From an optimization exercise on the open Yosys and OpenROAD flow, aimed at small area; shortcuts taken in it are not production practice.
Only simulation tests tie the RTL to the original design; equivalence was not proved.
Power is estimated from default activity; no workload was simulated.

==> v23 <==
// scc_top
module scc_top
(
    input  logic                    emuclk,
    input  logic                    rst_n,
    input  logic                    i_cs_n,
    input  logic                    i_wr_n,
    input  logic                    i_rd_n,
    input  logic [7:0]              i_addr,
    input  logic [7:0]              i_data,
    output logic [7:0]              o_data,
    output logic signed [MIX_W-1:0] o_sound
);
==> module scc_voice, before the edit <==
module scc_voice
(
    input  logic                emuclk,
    input  logic                rst_n,
    input  logic                i_clr,
    input  logic [FREQ_W-1:0]   i_freq,
    input  logic                i_freq_load,
    input  logic [VOL_W-1:0]    i_vol,
    input  logic                i_enable,
    input  logic [SAMPLE_W-1:0] i_wave_raw,     
    input  logic                i_phase,
    output logic [WAVE_AW-1:0]  o_play_addr,
    output logic                o_tick,
    output logic [SAMPLE_W-1:0] o_sample
);
    logic [FREQ_W-1:0]   cnt;
    logic                tick;
    logic [VOL_W-1:0]    vol_lat;
    logic [3:0]          st;         
    logic                wave_pend;
    logic                last_step;
    logic                fire;
    logic                zero;
    logic [SAMPLE_W-1:0] wave_sh;    
    logic [VOL_W-1:0]    acc;        
    logic [VOL_W:0]      addend;
    logic                wbit;
    logic [VOL_W:0]      sum;
    logic [FREQ_W-1:0]   cnt_next;
    logic [FREQ_W:0]     cnt_zero;
    logic                reload;
    assign cnt_zero[0] = 1'b1;
    for (genvar i = 0; i < FREQ_W; i++) begin : g_borrow
        assign cnt_zero[i + 1] = cnt_zero[i] && !cnt[i];
    end
    assign tick      = i_clr || (cnt_zero[FREQ_W] && !i_freq_load);
    assign reload    = i_freq_load || tick;
    assign wave_pend = (st == 4'hF);
    assign last_step = (st == 4'(MUL_STEPS - 1));
    assign fire      = last_step;
    assign o_tick    = tick;
    assign zero      = i_clr || !i_enable;
    always_ff @(posedge emuclk or negedge rst_n) begin
        if (!rst_n) begin
            o_play_addr <= '0;
        end else if (tick) begin
            o_play_addr <= o_play_addr + 1'b1;
        end
    end
    assign cnt_next = ({FREQ_W{reload && !i_clr}} & i_freq)
                    | ({FREQ_W{!reload}} & (cnt ^ cnt_zero[FREQ_W-1:0]));
    assign wbit   = wave_sh[0] ^ i_phase ^ !st[0];
    assign addend = wbit ? (last_step ? -{1'b0, vol_lat} : {1'b0, vol_lat}) : '0;
    assign sum    = {1'b0, acc} + addend;
    always_ff @(posedge emuclk) begin
        cnt       <= cnt_next;
        if (tick) begin
            st <= 4'hF;
        end else if (wave_pend) begin
            st <= 4'h0;
        end else if (st[3]) begin
            st <= 4'h8;
        end else begin
            st <= st + 1'b1;
        end
        vol_lat   <= ({VOL_W{tick && !i_clr}} & i_vol) | ({VOL_W{!tick}} & vol_lat);
        o_sample  <= ({SAMPLE_W{fire && !zero}} & {sum, wave_sh[SAMPLE_W-1:SAMPLE_W-3]})
                   | ({SAMPLE_W{!fire && !zero}} & o_sample);
        if (wave_pend) begin
            wave_sh <= i_wave_raw;
            acc     <= '0;
        end else begin
            wave_sh <= {sum[0], wave_sh[SAMPLE_W-1:1]};
            acc     <= sum[VOL_W:1];
        end
    end
endmodule
==> flow/config.mk <==
export PLATFORM = sky130hd
export DESIGN_NAME = scc_top
export DESIGN_NICKNAME = scc_top
export VERILOG_FILES = /design/flow/design.v
export SDC_FILE = /design/flow/constraint.sdc
export NUM_CORES = 4
export LEC_CHECK = 0
export ABC_AREA = 1
export CAP_MARGIN = 10
export CELL_PAD_IN_SITES_DETAIL_PLACEMENT = 1
export CORE_MARGIN = 2
export CORE_UTILIZATION = 55
export GPL_TIMING_DRIVEN = 0
export SLEW_MARGIN = 10
==> flow/constraint.sdc <==
create_clock -name core_clock -period 15.0 [get_ports {emuclk}]
set_input_delay 3.0000 -clock core_clock [delete_from_list [all_inputs] [get_ports {emuclk}]]
set_output_delay 3.0000 -clock core_clock [all_outputs]
set_load 0.01 [all_outputs]
standard.sh (not shown) runs the stock make flow with config.mk's settings and CLKGATE_MAP_FILE= SYNTH_SCRIPT=/design/flow/synth_recipe.tcl, a recipe that flattens the netlist after the stock synthesis.
==> flow/flow/run.sh <==
#!/bin/bash
# Standard layout (the standard.sh) with these changes:
#  - synthesis (flow/synth.tcl): synth_recipe.tcl unchanged, except that the design's
#    scc_aoi222, scc_aoi22 and scc_xor2 modules are mapped onto the library cells of the same function and ABC maps the rest
#    with an area-oriented script (flow/abc_area.script); adders are left to ABC too,
#    not mapped onto the library's half and full adder cells first;
#  - ports are buffered with the smallest buffer;
#  - the resizer may not use the largest buffers or XOR gates, so long nets get several small buffers;
#  - clock tree synthesis runs without dummy loads and with larger sink clusters.
set -euo pipefail
export MY_WORK_DIR=$(pwd)
export MY_FLOW_DIR=$MY_WORK_DIR/flow
CTS="-sink_clustering_enable -repair_clock_nets -dont_use_dummy_load -sink_clustering_size ${MY_CTS_SIZE:-28} -sink_clustering_max_diameter 100"
DONT_USE="$(sed -n 's/^export DONT_USE_CELLS += //p; /^ *sky130/p' $FLOW_HOME/platforms/sky130hd/config.mk | tr -d '\\' | tr '\n' ' ')"
DONT_USE="$DONT_USE ${MY_DONT_USE-sky130_fd_sc_hd__buf_16 sky130_fd_sc_hd__buf_12 sky130_fd_sc_hd__buf_8 sky130_fd_sc_hd__bufbuf_16 sky130_fd_sc_hd__bufbuf_8 sky130_fd_sc_hd__xor2_4 sky130_fd_sc_hd__xnor2_4 sky130_fd_sc_hd__xor2_2 sky130_fd_sc_hd__xnor2_2}"
bash standard.sh "SYNTH_SCRIPT=$MY_FLOW_DIR/synth.tcl" "CTS_ARGS=$CTS" \
  "BUFFER_PORTS_ARGS=-inputs -outputs -buffer_cell sky130_fd_sc_hd__buf_1" \
  "DONT_USE_CELLS=$DONT_USE" "ADDER_MAP_FILE=" ${MY_MAKE_EXTRA:-} \
  ${STOP_AT:-finish} > "$MY_WORK_DIR/flow_make.log" 2>&1
==> flow/flow/abc_area.script <==
strash
&get -n
&dch -f
&nf -a -R 1000
&put
strash
&get -n
&dch -f
&nf -a -R 1000
&put
topo
Other scripts of this flow, unchanged in this note and not shown: flow/flow/cellmap.v, flow/flow/synth.tcl
==> v30 (differences from v23) <==
--- a/flow/design.v
+++ b/flow/design.v
@@ -264,12 +264,5 @@
     logic [VOL_W:0]      sum;
     logic [FREQ_W-1:0]   cnt_next;
-    logic [FREQ_W:0]     cnt_zero;
-    logic                reload;
-    assign cnt_zero[0] = 1'b1;
-    for (genvar i = 0; i < FREQ_W; i++) begin : g_borrow
-        assign cnt_zero[i + 1] = cnt_zero[i] && !cnt[i];
-    end
-    assign tick      = i_clr || (cnt_zero[FREQ_W] && !i_freq_load);
-    assign reload    = i_freq_load || tick;
+    assign tick      = i_clr || ((cnt == '0) && !i_freq_load);
     assign wave_pend = (st == 4'hF);
     assign last_step = (st == 4'(MUL_STEPS - 1));
@@ -284,6 +277,13 @@
         end
     end
-    assign cnt_next = ({FREQ_W{reload && !i_clr}} & i_freq)
-                    | ({FREQ_W{!reload}} & (cnt ^ cnt_zero[FREQ_W-1:0]));
+    always_comb begin
+        if (i_clr) begin
+            cnt_next = '0;
+        end else if (i_freq_load || tick) begin
+            cnt_next = i_freq;
+        end else begin
+            cnt_next = cnt - 1'b1;
+        end
+    end
     assign wbit   = wave_sh[0] ^ i_phase ^ !st[0];
     assign addend = wbit ? (last_step ? -{1'b0, vol_lat} : {1'b0, vol_lat}) : '0;
--- a/flow/flow/run.sh
+++ b/flow/flow/run.sh
@@ -3,6 +3,5 @@
 #  - synthesis (flow/synth.tcl): synth_recipe.tcl unchanged, except that the design's
 #    scc_aoi222, scc_aoi22 and scc_xor2 modules are mapped onto the library cells of the same function and ABC maps the rest
-#    with an area-oriented script (flow/abc_area.script); adders are left to ABC too,
-#    not mapped onto the library's half and full adder cells first;
+#    with an area-oriented script (flow/abc_area.script);
 #  - ports are buffered with the smallest buffer;
 #  - the resizer may not use the largest buffers or XOR gates, so long nets get several small buffers;
@@ -16,4 +15,4 @@
 bash standard.sh "SYNTH_SCRIPT=$MY_FLOW_DIR/synth.tcl" "CTS_ARGS=$CTS" \
   "BUFFER_PORTS_ARGS=-inputs -outputs -buffer_cell sky130_fd_sc_hd__buf_1" \
-  "DONT_USE_CELLS=$DONT_USE" "ADDER_MAP_FILE=" ${MY_MAKE_EXTRA:-} \
+  "DONT_USE_CELLS=$DONT_USE" ${MY_MAKE_EXTRA:-} \
   ${STOP_AT:-finish} > "$MY_WORK_DIR/flow_make.log" 2>&1
==> flow/flow/abc_area.script (replaced) <==
strash
&get -n
&dch -f
&nf -a -R 1000
&put
topo
==> run notes <==
* First-pass GRT wire length at 206 mm
* FMAX at 79.2 MHz
* Avg Synthesized Cell Area at 11.2 um^2
* WHS at 0.436 ns
* Multi-input gates at 2,313
* CP bufs+invs at 3
* Final clock-cell share at 2.54%
* Clock share of power at 14.9%
* # Taps at 864
* Status: timing/DRC/antenna clean
* Psw at 3.46 mW
* Share of cells above drive strength 1 at 3.80%
* Routed length per instance at 31.1 um
-- figures above: v23

==> run notes <==
* Routed length on met2 at 60.4 mm
* Avg Synthesized Cell Area at 11.3 um^2
* Multi-input gates at 2,293
* # Taps at 873
* FMAX at 80.2 MHz
* Status: timing/DRC/antenna clean
* Multiplexer area fraction after synthesis at 0.0537%
* Sequential element share of the synthesized area at 52.4%
* CLK BUF at 40
* WHS at 0.480 ns
* CP bufs+invs at 4
* Share of cells above drive strength 1 at 3.76%
* Psw at 3.59 mW
* Clock share of power at 14.5%
* Clock buffer depth at 3
* Biggest register: g_voice.u_ram.mem
* Row count at 95
* Core area at 67,200 um^2
* First-pass GRT wire length at 205 mm
* Sequential share of power at 54.4%
-- figures above: v30

==> port drivers added, routing unchanged <==
Ports are ideal in the flow. The routed layouts listed here were re-timed in OpenROAD.
Step 1: set_driving_cell puts a clkbuf_16 on emuclk and a buf_2 on each other input, an assumption about the parent block.
Step 2 also shifts input and output timing later by t, the mid clock arrival at the registers, as if the neighbouring blocks saw the same clock.
Slacks: no drivers / after step 1 / after step 2; pairs: no drivers / after step 1.
run	t, ns	setup WS [ns]	worst hold slack (ns)	worst setup path at the end	slew at the worst register clock pin (ns)
v23	0.684	2.378 / 2.342 / 2.342	0.436 / 0.436 / 0.436	input to output	0.12 / 0.12
v30	0.691	2.529 / 2.481 / 2.481	0.480 / 0.480 / 0.480	input to output	0.11 / 0.11
After both steps setup and hold are still met in every run listed. For v30, which loses most, drivers alone change the setup slack by -0.048 ns; drivers and shift together by -0.048 ns.
